Context: an optimization exercise on an open-source flow, tuned for small area and a short achievable clock period. The choices shown serve that exercise and are no tape-out recipe.
The RTL was checked by simulation tests, not by an equivalence proof against the original design.
No activity file was given, so power comes from the tool's default toggle rates.

`flow/config.mk`:
```
export PLATFORM = sky130hd
export DESIGN_NAME = tdc_click_top
export DESIGN_NICKNAME = tdc_click_top
export VERILOG_FILES = /design/flow/design.v
export SDC_FILE = /design/flow/constraint.sdc
export NUM_CORES = 4
export LEC_CHECK = 0
export CAP_MARGIN = 20
export CORE_MARGIN = 2
export CORE_UTILIZATION = 40
export SLEW_MARGIN = 20
```
`flow/constraint.sdc`:
```
create_clock -name core_clock -period 10.0 [get_ports {clk200_i}]
set_input_delay 2.0000 -clock core_clock [delete_from_list [all_inputs] [get_ports {clk200_i}]]
set_output_delay 2.0000 -clock core_clock [all_outputs]
set_load 0.01 [all_outputs]
```
`flow/design.v`:
```
`timescale 1ns/1ps
module apb_cfg_regs (
	input  logic        clk200_i,
	input  logic        gc_rst,
	input  logic        apb_psel_i,
	input  logic        apb_penable_i,
	input  logic        apb_pwrite_i,
	input  logic [7:0]  apb_paddr_i,
	input  logic [31:0] apb_pwdata_i,
	output logic [31:0] apb_prdata_o,
	output logic        apb_pready_o,
	output logic        apb_pslverr_o,
	output logic        cfg_enable,
	output logic        cfg_start,
	output logic [2:0]  cfg_mode,
	output logic [5:0]  cfg_index_bits,
	output logic [5:0]  cfg_stop_bits,
	output logic [13:0] cfg_tdc_shift,
	output logic [31:0] cfg_gate0_lo,
	output logic [31:0] cfg_gate0_hi,
	output logic [31:0] cfg_gate1_lo,
	output logic [31:0] cfg_gate1_hi,
	input  logic [31:0] cnt_total,
	input  logic [31:0] cnt_click0,
	input  logic [31:0] cnt_click1,
	input  logic        cnt_latched
);
	localparam int TDC_W  = 32;
	localparam int TIME_W = 14;
	localparam logic [7:0] REG_CTRL   = 8'h00;
	localparam logic [7:0] REG_FRAME  = 8'h04;
	localparam logic [7:0] REG_SHIFT  = 8'h08;
	localparam logic [7:0] REG_GATE0  = 8'h0C;
	localparam logic [7:0] REG_GATE1  = 8'h10;
	localparam logic [7:0] REG_TOTAL  = 8'h14;
	localparam logic [7:0] REG_CLICK0 = 8'h18;
	localparam logic [7:0] REG_CLICK1 = 8'h1C;
	localparam logic [2:0] MODE_OFF = 3'd0;
	logic [31:0]      gate0_r;
	logic [31:0]      gate1_r;
	logic [TDC_W-1:0] gate0_lo;
	logic [TDC_W-1:0] gate1_lo;
	logic             addr_hit;
	logic             wr_en;
	always_comb begin
		case (apb_paddr_i)
			REG_CTRL, REG_FRAME, REG_SHIFT, REG_GATE0,
			REG_GATE1, REG_TOTAL, REG_CLICK0, REG_CLICK1: addr_hit = 1'b1;
			default: addr_hit = 1'b0;
		endcase
	end
	assign apb_pready_o  = 1'b1;
	assign apb_pslverr_o = apb_psel_i & apb_penable_i & ~addr_hit;
	assign wr_en         = apb_psel_i & apb_penable_i & apb_pwrite_i & addr_hit;
	always_ff @(posedge clk200_i or posedge gc_rst) begin
		if (gc_rst) begin
			cfg_enable     <= 1'b0;
			cfg_start      <= 1'b0;
			cfg_mode       <= MODE_OFF;
			cfg_index_bits <= '0;
			cfg_stop_bits  <= '0;
			cfg_tdc_shift  <= '0;
			gate0_r        <= '0;
			gate1_r        <= '0;
		end else if (wr_en) begin
			case (apb_paddr_i)
				REG_CTRL: begin
					cfg_enable <= apb_pwdata_i[0];
					cfg_start  <= apb_pwdata_i[1];
					cfg_mode   <= apb_pwdata_i[4:2];
				end
				REG_FRAME: begin
					cfg_index_bits <= apb_pwdata_i[5:0];
					cfg_stop_bits  <= apb_pwdata_i[13:8];
				end
				REG_SHIFT: cfg_tdc_shift <= apb_pwdata_i[TIME_W-1:0];
				REG_GATE0: gate0_r <= apb_pwdata_i;
				REG_GATE1: gate1_r <= apb_pwdata_i;
				default: ;
			endcase
		end
	end
	assign gate0_lo     = {8'd0, gate0_r[23:0]};
	assign gate1_lo     = {8'd0, gate1_r[23:0]};
	assign cfg_gate0_lo = gate0_lo;
	assign cfg_gate1_lo = gate1_lo;
	assign cfg_gate0_hi = gate0_lo + {24'd0, gate0_r[31:24]};
	assign cfg_gate1_hi = gate1_lo + {24'd0, gate1_r[31:24]};
	always_comb begin
		case (apb_paddr_i)
			REG_CTRL:   apb_prdata_o = {23'd0, cnt_latched, 3'd0, cfg_mode, cfg_start, cfg_enable};
			REG_FRAME:  apb_prdata_o = {16'd0, 2'd0, cfg_stop_bits, 2'd0, cfg_index_bits};
			REG_SHIFT:  apb_prdata_o = {18'd0, cfg_tdc_shift};
			REG_GATE0:  apb_prdata_o = gate0_r;
			REG_GATE1:  apb_prdata_o = gate1_r;
			REG_TOTAL:  apb_prdata_o = cnt_total;
			REG_CLICK0: apb_prdata_o = cnt_click0;
			REG_CLICK1: apb_prdata_o = cnt_click1;
			default:    apb_prdata_o = '0;
		endcase
	end
endmodule
`timescale 1ns/1ps
module stop_frame_rx (
	input  logic        clk200_i,
	input  logic        gc_rst,
	input  logic        frame_i,
	input  logic        sdi_i,
	input  logic        cfg_enable,
	input  logic [5:0]  cfg_index_bits,
	input  logic [5:0]  cfg_stop_bits,
	output logic        stop_valid_o,
	output logic [31:0] stop_word_o
);
	localparam int TDC_W = 32;
	localparam int STRETCH_CYCLES = 4;
	localparam logic [2:0] IDLE       = 3'd0;
	localparam logic [2:0] WAIT_FRAME = 3'd1;
	localparam logic [2:0] SKIP_INDEX = 3'd2;
	localparam logic [2:0] SHIFT_STOP = 3'd3;
	localparam logic [2:0] HOLD       = 3'd4;
	logic [2:0]       state;
	logic [6:0]       bit_cnt;
	logic             sdi_r;
	logic             sdi_2r;
	logic [TDC_W-1:0] shreg;
	logic [TDC_W-1:0] shreg_next;
	logic             last_bit;
	assign shreg_next = {shreg[TDC_W-2:0], sdi_2r};
	assign last_bit   = (state == SHIFT_STOP) && (bit_cnt == '0);
	always_ff @(posedge clk200_i or posedge gc_rst) begin
		if (gc_rst) begin
			state        <= IDLE;
			bit_cnt      <= '0;
			stop_valid_o <= 1'b0;
		end else begin
			stop_valid_o <= 1'b0;
			case (state)
				IDLE: begin
					if (cfg_enable)
						state <= WAIT_FRAME;
				end
				WAIT_FRAME: begin
					if (!cfg_enable) begin
						state <= IDLE;
					end else if (frame_i) begin
						state   <= SKIP_INDEX;
						bit_cnt <= {1'b0, cfg_index_bits} + 7'd1;
					end
				end
				SKIP_INDEX: begin
					if (bit_cnt == '0) begin
						state   <= SHIFT_STOP;
						bit_cnt <= {1'b0, cfg_stop_bits} - 7'd1;
					end else begin
						bit_cnt <= bit_cnt - 7'd1;
					end
				end
				SHIFT_STOP: begin
					if (bit_cnt == '0) begin
						state        <= HOLD;
						stop_valid_o <= 1'b1;
						bit_cnt      <= 7'(STRETCH_CYCLES - 1);
					end else begin
						bit_cnt <= bit_cnt - 7'd1;
					end
				end
				HOLD: begin
					if (bit_cnt == '0)
						state <= WAIT_FRAME;
					else
						bit_cnt <= bit_cnt - 7'd1;
				end
				default: state <= IDLE;
			endcase
		end
	end
	always_ff @(posedge clk200_i) begin
		sdi_r  <= sdi_i;
		sdi_2r <= sdi_r;
		if (state == WAIT_FRAME)
			shreg <= '0;
		else if (state == SHIFT_STOP)
			shreg <= shreg_next;
		if (last_bit)
			stop_word_o <= shreg_next;
	end
endmodule
`timescale 1ns/1ps
module click_timestamp (
	input  logic        clk200_i,
	input  logic        gc_rst,
	input  logic        pps_i,
	input  logic        cfg_start,
	input  logic [2:0]  cfg_mode,
	input  logic [13:0] cfg_tdc_shift,
	input  logic [31:0] cfg_gate0_lo,
	input  logic [31:0] cfg_gate0_hi,
	input  logic [31:0] cfg_gate1_lo,
	input  logic [31:0] cfg_gate1_hi,
	input  logic        stop_valid_i,
	input  logic [31:0] stop_word_i,
	output logic        click_pulse_o,
	output logic        in_gate0_o,
	output logic        in_gate1_o,
	output logic        gc_running_o,
	output logic        rec_valid_o,
	output logic [1:0]  rec_click_o,
	output logic [47:0] rec_gc_o,
	output logic [31:0] rec_tdc_o
);
	localparam int GC_W   = 48;
	localparam int TDC_W  = 32;
	localparam int TIME_W = 14;
	localparam int GATE_PERIOD  = 625;
	localparam int PHASE_PERIOD = 1250;
	localparam int GC_PER_SLOT = 8;
	localparam int GC_LATENCY  = 12;
	localparam logic [2:0] MODE_NO_GATE = 3'd1;
	localparam logic [2:0] MODE_GATED   = 3'd2;
	localparam logic [1:0] IDLE       = 2'd0;
	localparam logic [1:0] WAIT_START = 2'd1;
	localparam logic [1:0] DETECT_PPS = 2'd2;
	localparam logic [1:0] RUN        = 2'd3;
	logic [1:0]        state;
	logic              pps_r;
	logic [GC_W-1:0]   gc;
	logic [TDC_W-1:0]  t_sum;
	logic [TIME_W-1:0] fine;
	logic [TDC_W-1:0]  gate_mod;
	logic [TDC_W-1:0]  phase_mod;
	logic [TDC_W-1:0]  bucket_q;
	logic [2:0]        slot;
	logic [3:0]        bucket;
	logic [GC_W-1:0]   gc_base;
	logic [GC_W-1:0]   gc_stamp;
	logic              hit_g0;
	logic              hit_g1;
	logic              phase_hi;
	logic              phase_zero;
	logic              stop_run;
	logic              rec_take;
	logic [1:0]        rec_code;
	assign t_sum     = stop_word_i + TDC_W'(cfg_tdc_shift);
	assign fine      = t_sum[TIME_W-1:0];
	assign gate_mod  = TDC_W'(fine) % TDC_W'(GATE_PERIOD);
	assign phase_mod = TDC_W'(fine) % TDC_W'(PHASE_PERIOD);
	assign slot     = t_sum[TIME_W+2:TIME_W] + 3'd1;
	assign bucket_q = TDC_W'(fine) / TDC_W'(PHASE_PERIOD);
	assign bucket   = (bucket_q >= 8) ? 4'd9 : bucket_q[3:0] + 4'd1;
	assign gc_base  = gc - GC_W'(GC_LATENCY);
	assign gc_stamp = {gc_base[GC_W-1:6], 6'd0} + GC_W'(GC_PER_SLOT) * GC_W'(slot)
		+ GC_W'(bucket);
	assign hit_g0     = (gate_mod >= cfg_gate0_lo) && (gate_mod < cfg_gate0_hi);
	assign hit_g1     = (gate_mod >= cfg_gate1_lo) && (gate_mod < cfg_gate1_hi);
	assign phase_hi   = phase_mod >= TDC_W'(PHASE_PERIOD / 2);
	assign phase_zero = phase_mod == '0;
	assign stop_run     = stop_valid_i && (state == RUN);
	assign gc_running_o = state == RUN;
	always_comb begin
		rec_take = 1'b0;
		rec_code = 2'b11;
		case (cfg_mode)
			MODE_NO_GATE: rec_take = 1'b1;
			MODE_GATED: begin
				rec_take = (hit_g0 | hit_g1) & ~phase_zero;
				rec_code = {~hit_g0, phase_hi};
			end
			default: rec_take = 1'b0;
		endcase
	end
	always_ff @(posedge clk200_i or posedge gc_rst) begin
		if (gc_rst) begin
			state         <= IDLE;
			pps_r         <= 1'b0;
			gc            <= '0;
			rec_valid_o   <= 1'b0;
			click_pulse_o <= 1'b0;
			in_gate0_o    <= 1'b0;
			in_gate1_o    <= 1'b0;
		end else begin
			pps_r <= pps_i;
			case (state)
				IDLE: state <= WAIT_START;
				WAIT_START: begin
					if (cfg_start && !pps_i)
						state <= DETECT_PPS;
				end
				DETECT_PPS: begin
					if (!cfg_start) begin
						state <= WAIT_START;
					end else if (pps_i && !pps_r) begin
						state <= RUN;
						gc    <= '0;
					end
				end
				RUN: gc <= gc + 1'b1;
				default: state <= IDLE;
			endcase
			rec_valid_o   <= stop_run & rec_take;
			click_pulse_o <= stop_run;
			in_gate0_o    <= stop_run & hit_g0;
			in_gate1_o    <= stop_run & hit_g1;
		end
	end
	always_ff @(posedge clk200_i) begin
		if (stop_run) begin
			rec_click_o <= rec_code;
			rec_gc_o    <= gc_stamp;
			rec_tdc_o   <= t_sum;
		end
	end
endmodule
`timescale 1ns/1ps
module click_rate_counters #(
	parameter int WINDOW_CYCLES = 1000
) (
	input  logic        clk200_i,
	input  logic        gc_rst,
	input  logic        click_pulse_i,
	input  logic        in_gate0_i,
	input  logic        in_gate1_i,
	input  logic        gc_running_i,
	output logic [31:0] cnt_total,
	output logic [31:0] cnt_click0,
	output logic [31:0] cnt_click1,
	output logic        cnt_latched,
	output logic        count_valid_o
);
	localparam int CNT_W = 32;
	localparam int WIN_W = $clog2(WINDOW_CYCLES);
	logic [WIN_W-1:0] win_cnt;
	logic             win_end;
	logic [CNT_W-1:0] total_cnt;
	logic [CNT_W-1:0] click0_cnt;
	logic [CNT_W-1:0] click1_cnt;
	logic [CNT_W-1:0] total_next;
	logic [CNT_W-1:0] click0_next;
	logic [CNT_W-1:0] click1_next;
	assign win_end = gc_running_i && (win_cnt == WIN_W'(WINDOW_CYCLES - 1));
	assign total_next  = total_cnt + CNT_W'(click_pulse_i);
	assign click0_next = click0_cnt + CNT_W'(click_pulse_i & in_gate0_i);
	assign click1_next = click1_cnt + CNT_W'(click_pulse_i & in_gate1_i);
	always_ff @(posedge clk200_i or posedge gc_rst) begin
		if (gc_rst) begin
			win_cnt       <= '0;
			total_cnt     <= '0;
			click0_cnt    <= '0;
			click1_cnt    <= '0;
			count_valid_o <= 1'b0;
			cnt_total     <= '0;
			cnt_click0    <= '0;
			cnt_click1    <= '0;
			cnt_latched   <= 1'b0;
		end else begin
			count_valid_o <= win_end;
			if (!gc_running_i) begin
				win_cnt    <= '0;
				total_cnt  <= '0;
				click0_cnt <= '0;
				click1_cnt <= '0;
			end else if (win_end) begin
				win_cnt     <= '0;
				total_cnt   <= '0;
				click0_cnt  <= '0;
				click1_cnt  <= '0;
				cnt_total   <= total_next;
				cnt_click0  <= click0_next;
				cnt_click1  <= click1_next;
				cnt_latched <= 1'b1;
			end else begin
				win_cnt    <= win_cnt + 1'b1;
				total_cnt  <= total_next;
				click0_cnt <= click0_next;
				click1_cnt <= click1_next;
			end
		end
	end
endmodule
`timescale 1ns/1ps
module tdc_click_top #(
	parameter int WINDOW_CYCLES = 1000
) (
	input  logic        clk200_i,
	input  logic        gc_rst,
	input  logic        apb_psel_i,
	input  logic        apb_penable_i,
	input  logic        apb_pwrite_i,
	input  logic [7:0]  apb_paddr_i,
	input  logic [31:0] apb_pwdata_i,
	output logic [31:0] apb_prdata_o,
	output logic        apb_pready_o,
	output logic        apb_pslverr_o,
	input  logic        frame_i,
	input  logic        sdi_i,
	input  logic        pps_i,
	output logic        rec_valid_o,
	output logic [1:0]  rec_click_o,
	output logic [47:0] rec_gc_o,
	output logic [31:0] rec_tdc_o,
	output logic        count_valid_o
);
	logic        cfg_enable;
	logic        cfg_start;
	logic [2:0]  cfg_mode;
	logic [5:0]  cfg_index_bits;
	logic [5:0]  cfg_stop_bits;
	logic [13:0] cfg_tdc_shift;
	logic [31:0] cfg_gate0_lo;
	logic [31:0] cfg_gate0_hi;
	logic [31:0] cfg_gate1_lo;
	logic [31:0] cfg_gate1_hi;
	logic [31:0] cnt_total;
	logic [31:0] cnt_click0;
	logic [31:0] cnt_click1;
	logic        cnt_latched;
	logic        stop_valid;
	logic [31:0] stop_word;
	logic        click_pulse;
	logic        in_gate0;
	logic        in_gate1;
	logic        gc_running;
	apb_cfg_regs i_apb_regs (
		.clk200_i       (clk200_i),
		.gc_rst         (gc_rst),
		.apb_psel_i     (apb_psel_i),
		.apb_penable_i  (apb_penable_i),
		.apb_pwrite_i   (apb_pwrite_i),
		.apb_paddr_i    (apb_paddr_i),
		.apb_pwdata_i   (apb_pwdata_i),
		.apb_prdata_o   (apb_prdata_o),
		.apb_pready_o   (apb_pready_o),
		.apb_pslverr_o  (apb_pslverr_o),
		.cfg_enable     (cfg_enable),
		.cfg_start      (cfg_start),
		.cfg_mode       (cfg_mode),
		.cfg_index_bits (cfg_index_bits),
		.cfg_stop_bits  (cfg_stop_bits),
		.cfg_tdc_shift  (cfg_tdc_shift),
		.cfg_gate0_lo   (cfg_gate0_lo),
		.cfg_gate0_hi   (cfg_gate0_hi),
		.cfg_gate1_lo   (cfg_gate1_lo),
		.cfg_gate1_hi   (cfg_gate1_hi),
		.cnt_total      (cnt_total),
		.cnt_click0     (cnt_click0),
		.cnt_click1     (cnt_click1),
		.cnt_latched    (cnt_latched)
	);
	stop_frame_rx i_frame_rx (
		.clk200_i       (clk200_i),
		.gc_rst         (gc_rst),
		.frame_i        (frame_i),
		.sdi_i          (sdi_i),
		.cfg_enable     (cfg_enable),
		.cfg_index_bits (cfg_index_bits),
		.cfg_stop_bits  (cfg_stop_bits),
		.stop_valid_o   (stop_valid),
		.stop_word_o    (stop_word)
	);
	click_timestamp i_timestamp (
		.clk200_i      (clk200_i),
		.gc_rst        (gc_rst),
		.pps_i         (pps_i),
		.cfg_start     (cfg_start),
		.cfg_mode      (cfg_mode),
		.cfg_tdc_shift (cfg_tdc_shift),
		.cfg_gate0_lo  (cfg_gate0_lo),
		.cfg_gate0_hi  (cfg_gate0_hi),
		.cfg_gate1_lo  (cfg_gate1_lo),
		.cfg_gate1_hi  (cfg_gate1_hi),
		.stop_valid_i  (stop_valid),
		.stop_word_i   (stop_word),
		.click_pulse_o (click_pulse),
		.in_gate0_o    (in_gate0),
		.in_gate1_o    (in_gate1),
		.gc_running_o  (gc_running),
		.rec_valid_o   (rec_valid_o),
		.rec_click_o   (rec_click_o),
		.rec_gc_o      (rec_gc_o),
		.rec_tdc_o     (rec_tdc_o)
	);
	click_rate_counters #(
		.WINDOW_CYCLES (WINDOW_CYCLES)
	) i_rate_cnt (
		.clk200_i      (clk200_i),
		.gc_rst        (gc_rst),
		.click_pulse_i (click_pulse),
		.in_gate0_i    (in_gate0),
		.in_gate1_i    (in_gate1),
		.gc_running_i  (gc_running),
		.cnt_total     (cnt_total),
		.cnt_click0    (cnt_click0),
		.cnt_click1    (cnt_click1),
		.cnt_latched   (cnt_latched),
		.count_valid_o (count_valid_o)
	);
endmodule
```
`flow/run.sh`:
```
#!/bin/bash
# synth_recipe.tcl (not shown) runs the flow's synth.tcl, then flattens the netlist and writes it again
# the make line also repeats each setting of config.mk as NAME=value (left out here)
make -C /OpenROAD-flow-scripts/flow DESIGN_CONFIG=/design/flow/config.mk WORK_HOME=/design/flow/orfs CLKGATE_MAP_FILE= SYNTH_SCRIPT=/design/flow/synth_recipe.tcl finish
```
==> run_results.csv <==
group,metric,value,unit
power_and_ir_drop,p_leak,0.0153,uW
placement,placed_cell_area,33400,um^2
clock_network,worstSkewPairLatency,0.63,ns
placement,portBuffers,164,
setup_path,cp.arrival,9.76,ns
global_routing,grt_antenna_before_repair,0,
logic_synthesis,syn_inst,3174,
setup_path,slowest_stage,"or4b_4",
power_and_ir_drop,seq_power_share,0.467,
placement,routabilityCongestion,0.927,
timing,fin_ws,0.556,ns
logic_synthesis,synth_top_area_frac,0.301,
setup_path,path_max_fanout,15,
floorplanning,rows,100,
route,routedWlPerCell,19.0,um
logic_synthesis,synth_flop_cell,"dfrtp_1",
floorplanning,start_util,0.406,
route,drtPass1Iterations,7,
global_routing,grt_pass1_vias,23300,
logic_synthesis,ys_warn_count,4,
logic_synthesis,ys_async_sr_fraction,0.713,
global_routing,grt_max_degree,158,
power_and_ir_drop,p_int,3550,uW
power_and_ir_drop,p_clk_frac,0.483,
layout,diodes,0,
logic_synthesis,ys_seq_elements,512,
layout,drive_gt1_frac,0.135,
setup_path,crit_family,"compound AO/OA/AOI/OAI gates",
route,drtAntennaViolNets,0,
timing,maxSlewHeadroom,0.290,
route,vias,24400,
run,maxCapViolCount,0,
timing,finalSetupTns,0,ns
route,dr.first_iter.drc_count,1793,
power_and_ir_drop,powerDensity,128,nW/um^2
timing,period_share,0.944,
floorplanning,core_area,74700,um^2
clock_network,cts_max_path_buffers,3,
timing,max_freq,106,MHz
floorplanning,ios,166,
placement,dp_hpwl,62200,um
setup_path,startpoint_type,"flip-flop",
placement,place_ws,-0.0466,ns
route,drc,0,
logic_synthesis,yosys.area.top_type,"dfrtp_1",
clock_network,clk_pin_slew,0.06,ns
floorplanning,die_area,78000,um^2
logic_synthesis,synth.avg_cell_area,9.55,um^2
logic_synthesis,synth_area,30300,um^2
power_and_ir_drop,swShare,0.231,
setup_path,end_kind,"flip-flop",
layout,syn_to_final_growth,19.1,%
layout,stdcell_area,36100,um^2
worst_hold_path,hold_class,"flip-flop to flip-flop",
logic_synthesis,ys_types,117,
power_and_ir_drop,p_switching,1070,uW
floorplanning,die_h,279,um
setup_path,criticalPathCategory,"flip-flop to flip-flop",
power_and_ir_drop,pwr-share-comb,0.050,
logic_synthesis,synth_edf_count,114,
global_routing,grt_pass1_wl,132000,um
logic_synthesis,syn_nets,3375,
logic_synthesis,yosysMostFrequentCell,"nor2_1",
timing,setup_viol,0,
power_and_ir_drop,peakVddDrop,0.149,mV
timing,worst_pin_slew,1.06,ns
layout,fin_cells,4400,
logic_synthesis,ys_seq_area_frac,0.436,
run_status,status,"finished clean",
clock_network,clock-sinks,512,
clock_network,cts_inserted_buffers,57,
setup_path,crit_buf_inv,5,
floorplanning,die_w,279,um
timing,fin_skew,0.0273,ns
layout,nets,3583,
timing,fin_crit,9.44,ns
timing,timing_hold_violations_final,0,
route,routed_wl,83700,um
setup_path,crit_required,10.32,ns
setup_path,slowest_delay,0.58,ns
placement,dpl.cell_count,4274,
timing,drv_slew,0,
logic_synthesis,synth.area.top_cells,"dfrtp_1, edfxtp_1, ha_1",
logic_synthesis,ys_top_cells_by_count,"nor2_1, dfrtp_1, nand2_1, a21oi_1, xnor2_1",
clock_network,root_buffer,"clkbuf_16",
global_routing,grtUsageTotal,0.213,
route,viasPerCell,5.54,
global_routing,grt_overflow,0,
clock_network,cts_tree,"built",
clock_network,ctsHoldBuffers,0,
clock_network,h-tree-depth,2,
[repair_timing]
action / 4_1_cts / 5_1_grt
buffers inserted: 0 / 18
pin swaps: 0 / 32
endpoints found under the hold margin: 0 / 0
setup endpoints to repair: 3 / 9
resized for setup: 2 / 94
[per-stage QoR]
step / total power [uW] / hold slack [ns] / utilization
after floorplan: 2340 / 0.310 / -
after global placement: 2430 / 0.327 / 0.448
after detailed placement: 2430 / 0.327 / 0.448
after CTS: 4660 / 0.347 / 0.475
after global routing: 4780 / 0.353 / 0.483
final: 4610 / 0.343 / 0.483
[final timing paths]
kind                       depth (start not counted)                         end  slack [ns]                          from
min                                                0           i_frame_rx.sdi_2r        0.34              i_frame_rx.sdi_r
min reg2reg                                        0           i_frame_rx.sdi_2r        0.34              i_frame_rx.sdi_r
max                                               42  i_timestamp.rec_click_o[1]        0.56  i_apb_regs.cfg_tdc_shift[11]
min in group asynchronous                          3    i_rate_cnt.click1_cnt[2]        1.99                        gc_rst
max reg2reg                                       42  i_timestamp.rec_click_o[1]        0.56  i_apb_regs.cfg_tdc_shift[11]
max in group asynchronous                          4          i_timestamp.gc[44]        6.65                        gc_rst
[layout by cell type (no fill, tap or decap), drive strengths merged, types with 36 or more instances in the layout]
cell type / instances
o21ai: 125
dfrtp: 365
nand2: 264
a22oi: 74
clkbuf: 86
ha: 150
xor2: 132
nand3: 131
nand2b: 36
nor2: 394
inv: 119
buf: 113
mux2: 102
and3: 36
nor3: 74
xnor2: 171
clkdlybuf4s50: 164
edfxtp: 114
a21oi: 182
nand4: 68
[cell families (layout without fill, tap and decap cells)]
kind of cell	count (synthesis)	after routing	share of synthesized area
flip-flops	512	512	0.436
AND/OR/NAND/NOR	1172	1172	0.186
AO/OA/AOI/OAI	666	666	0.150
adder cells (fa/ha/maj)	156	156	0.0649
other	1	1	0.000124
XOR/XNOR	303	303	0.0881
buffers and inverters	247	504	0.0317
multiplexers	117	117	0.0428
[state kept, by name (all words and copies together) (netlist names), 7 cells and up]
name                      cells
i_timestamp.gc               48
i_timestamp.rec_gc_o         48
i_apb_regs.gate0_r           32
i_apb_regs.gate1_r           32
i_frame_rx.stop_word_o       32
i_rate_cnt.click0_cnt        32
i_rate_cnt.click1_cnt        32
i_rate_cnt.cnt_click0        32
i_rate_cnt.cnt_click1        32
i_rate_cnt.cnt_total         32
i_rate_cnt.total_cnt         32
i_timestamp.rec_tdc_o        32
i_frame_rx.shreg             31
i_apb_regs.cfg_tdc_shift     14
i_rate_cnt.win_cnt           10
i_frame_rx.bit_cnt            7
[power by group through the flow]
stage / Sequential, uW / Clock [uW] / Combinational, uW
floorplan: 2190 / 0 / 148
global placement: 2190 / 0 / 235
detailed placement: 2190 / 0 / 235
CTS: 2150 / 2280 / 235
global route: 2150 / 2360 / 261
finish: 2150 / 2230 / 233
[per-layer routing]
layer  wire, um  vias up  global-route usage  part of all wire
met1      38500    11800               0.299              0.46
met4       2140        0              0.0573             0.026
met5          0        -                   0                 0
met2      39000      621               0.347              0.47
met3       4040      118              0.0239             0.048
li1           -    11800                   -                 -
[final cells by class]
type                            instances  area (um^2)
Fill cell                            7051        38600
Multi-Input combinational cell       2415        16600
Sequential cell                       512        13200
Timing Repair Buffer                  277         2530
Clock buffer                           86         1710
Tap cell                              969         1210
Inverter                              119          455
Clock inverter                         22          322

-- what the ideal ports hide --
Ports are ideal in the flow. The routed layout listed here was re-timed in OpenROAD.
Step 1 assumes that a clkbuf_16 drives the clock port and a buf_2 every other input.
Step 2 adds t to the input delays and takes it off the output delays; t is the mean of the earliest and latest rising clock arrival at the registers after step 1. Input paths then give back, and output paths get back, about the clock's delay inside the block.
Three values: no drivers, after step 1, after step 2; two values: the first two.
t (ns): 0.685
slack for setup (ns): 0.556 / 0.556 / 0.556
worst setup path at the end: register to register
worst register clock-pin slew, ns: 0.06 / 0.06
worst slew at a driven data input, ns: 0.12
After both steps setup and hold are still met in this run. The setup slack of this run moves by 0.000 ns with the drivers and by 0.000 ns with both steps.
